Context: an optimization exercise on an open-source flow, tuned for small area and a short achievable clock period. The choices shown serve that exercise and are no tape-out recipe. Function was checked by simulation only, so behaviour that the tests miss may differ from the original.

## run A
==> flow/design.v (excerpt) <==
module bfly_engine_top #(
  parameter int data_width = DATA_WIDTH,
  parameter int bu_par     = BU_PAR,
  parameter int frac_bits  = FRAC_BITS
) (
  input  logic                           clk,
  input  logic                           rst_n,
  input  logic                           up_vld,
  input  logic signed [data_width-1:0]   up_dat,
  input  logic                           cfg_we,
  input  logic [CFG_ADDR_W-1:0]          cfg_addr,
  input  logic [CFG_DATA_W-1:0]          cfg_wdata,
  output logic                           dn_vld,
  output logic [2*bu_par*data_width-1:0] dn_dat
);
  localparam int DW = 16;
  logic                  in_vld, in_we;
  logic [DW-1:0]         in_dat;
  logic [CFG_ADDR_W-1:0] in_addr;
  logic [CFG_DATA_W-1:0] in_wdata;
  always_ff @(posedge clk or negedge rst_n) begin
    if (!rst_n) begin
      in_vld <= 1'b0;
      in_we  <= 1'b0;
    end else begin
  ...
export LEC_CHECK = 0
export CAP_MARGIN = 20
export CELL_PAD_IN_SITES_DETAIL_PLACEMENT = 1
export CELL_PAD_IN_SITES_GLOBAL_PLACEMENT = 1
export CORE_MARGIN = 2
export CORE_UTILIZATION = 50
export CTS_BUF_LIST = sky130_fd_sc_hd__clkbuf_8
export CTS_CLUSTER_DIAMETER = 50
export CTS_CLUSTER_SIZE = 20
export SETUP_SLACK_MARGIN = 5
export SLEW_MARGIN = 20
create_clock -name core_clock -period 8.0 [get_ports {clk}]
standard.sh (not shown) runs the stock make flow with config.mk's settings and CLKGATE_MAP_FILE= SYNTH_SCRIPT=/design/flow/synth_recipe.tcl, a recipe that flattens the netlist after the stock synthesis.
==> flow/flow/run.sh <==
#!/bin/bash
# The standard layout (the standard.sh, which runs the standard synthesis
# unchanged), with two ORFS arguments set:
#  - port buffers use buf_2 instead of the default delay-cell buffer;
#  - clock tree synthesis inserts no dummy balancing loads.
# Each tool's full output goes to the ORFS logs under orfs/logs, and the
# make output to standard.log here.
set -euo pipefail
export BUFFER_PORTS_ARGS="-buffer_cell sky130_fd_sc_hd__buf_2"
export CTS_ARGS="-sink_clustering_enable -repair_clock_nets -buf_list sky130_fd_sc_hd__clkbuf_8 -sink_clustering_size 25 -sink_clustering_max_diameter 40 -dont_use_dummy_load"
bash standard.sh > standard.log 2>&1
[inputs] run B vs run A
--- a/flow/flow/run.sh
+++ b/flow/flow/run.sh
@@ -9,3 +9,3 @@
 export BUFFER_PORTS_ARGS="-buffer_cell sky130_fd_sc_hd__buf_2"
-export CTS_ARGS="-sink_clustering_enable -repair_clock_nets -buf_list sky130_fd_sc_hd__clkbuf_8 -sink_clustering_size 25 -sink_clustering_max_diameter 40 -dont_use_dummy_load"
+export CTS_ARGS="-sink_clustering_enable -repair_clock_nets -buf_list sky130_fd_sc_hd__clkbuf_16 -sink_clustering_size 40 -sink_clustering_max_diameter 60 -dont_use_dummy_load"
 bash standard.sh > standard.log 2>&1
Results
Diff run A -> run B: clock-buffer cell count went down 52; smallest setup slack after layout went up 0.12 ns.
Summary of run B over run A: clock network contribution to total cell area increased 0.60 points, fraction of synthesis flops using an asynchronous set or reset pin barely changed, count of standard-cell rows barely changed, total length of routed wires now sits lower.
Relative to run A, the non-filler instance count after layout of run B is lower by 54.
The inputs of run C differ from those of run B as listed below.
--- a/flow/flow/run.sh
+++ b/flow/flow/run.sh
@@ -9,3 +9,3 @@
 export BUFFER_PORTS_ARGS="-buffer_cell sky130_fd_sc_hd__buf_2"
-export CTS_ARGS="-sink_clustering_enable -repair_clock_nets -buf_list sky130_fd_sc_hd__clkbuf_16 -sink_clustering_size 40 -sink_clustering_max_diameter 60 -dont_use_dummy_load"
+export CTS_ARGS="-sink_clustering_enable -repair_clock_nets -buf_list sky130_fd_sc_hd__clkbuf_8 -sink_clustering_size 20 -sink_clustering_max_diameter 50 -dont_use_dummy_load"
 bash standard.sh > standard.log 2>&1
[summary]
Run C reports its critical path capture point as dn_dat[14] while run B reports dn_dat[88].
Going from run B to run C, via count flat; setup slack down 0.089 ns.
Cell area after layout in run C is 1.2% below run B.
Run C: period utilization 1.1 points above run B
Relative to run C, the following input files were edited for run D:
--- a/flow/flow/run.sh
+++ b/flow/flow/run.sh
@@ -9,3 +9,3 @@
 export BUFFER_PORTS_ARGS="-buffer_cell sky130_fd_sc_hd__buf_2"
-export CTS_ARGS="-sink_clustering_enable -repair_clock_nets -buf_list sky130_fd_sc_hd__clkbuf_8 -sink_clustering_size 20 -sink_clustering_max_diameter 50 -dont_use_dummy_load"
+export CTS_ARGS="-sink_clustering_enable -repair_clock_nets -buf_list sky130_fd_sc_hd__clkbuf_16 -sink_clustering_size 30 -sink_clustering_max_diameter 60 -dont_use_dummy_load"
 bash standard.sh > standard.log 2>&1
### Flow results
Row setup slack of the critical path after layout: run D higher / run C lower
Run D against run C: sequential share of layout area down 0.71 points, number of nets in the finished design -25.
Top achievable clock speed is lower on run C
Run D vs. run C: worst hold slack -0.0052 ns; non-clock buffer count -8.
Setup changes, run D to run E
--- a/flow/flow/run.sh
+++ b/flow/flow/run.sh
@@ -9,3 +9,3 @@
 export BUFFER_PORTS_ARGS="-buffer_cell sky130_fd_sc_hd__buf_2"
-export CTS_ARGS="-sink_clustering_enable -repair_clock_nets -buf_list sky130_fd_sc_hd__clkbuf_16 -sink_clustering_size 30 -sink_clustering_max_diameter 60 -dont_use_dummy_load"
+export CTS_ARGS="-sink_clustering_enable -repair_clock_nets -buf_list sky130_fd_sc_hd__clkbuf_8 -sink_clustering_size 20 -sink_clustering_max_diameter 50 -dont_use_dummy_load"
 bash standard.sh > standard.log 2>&1
--- a/flow/config.mk
+++ b/flow/config.mk
@@ -11,3 +11,3 @@
 export CORE_MARGIN = 2
-export CORE_UTILIZATION = 50
+export CORE_UTILIZATION = 30
 export CTS_BUF_LIST = sky130_fd_sc_hd__clkbuf_8
## What came out
[run E vs run D] die area: higher in run E
Relative to run D, final standard cell utilization of the core has decreased by 22 points in run E.
Looking at the reports, run E completed the entire flow and the layout it produced met the timing, DRC and antenna checks.
Both conditions hold for run D: the flow ran to the end and the final layout passed the timing, DRC and antenna checks.
For clock-pin slew on the worst setup and hold paths, run D and run E come out practically identical.
From run E to run D, number of distinct library cells after synthesis did not move at all.
Going from run D to run E, actual transition at the worst max-transition pin decreased by 0.069 ns relative to the old numbers.

-- static timing again, ports no longer ideal --
No port has a modelled driver above. Below, the same layouts with a new extraction and two added sets of constraints. Step 1, drivers: a clkbuf_16 drives clk and a buf_2 each remaining input, both assumed. Step 2, shift: input delay + t, output delay - t, t = (earliest + latest rising clock arrival at the registers) / 2. This alone moves slack from input paths to output paths. a / b / c = ideal / step 1 / step 2; a / b = the first two.
| run | t, ns | setup slack, ns | clock arrival spread, ns |
|---|---|---|---|
| run A | 0.873 | 4.947 / 4.875 / 5.098 | 0.123 / 0.123 |
| run B | 0.729 | 5.063 / 4.995 / 5.090 | 0.115 / 0.115 |
| run C | 0.827 | 4.974 / 4.902 / 5.050 | 0.142 / 0.142 |
| run D | 0.729 | 5.063 / 4.995 / 5.090 | 0.115 / 0.115 |
| run E | 0.917 | 4.964 / 4.885 / 5.057 | 0.201 / 0.201 |
After both steps setup and hold are still met in every run listed.
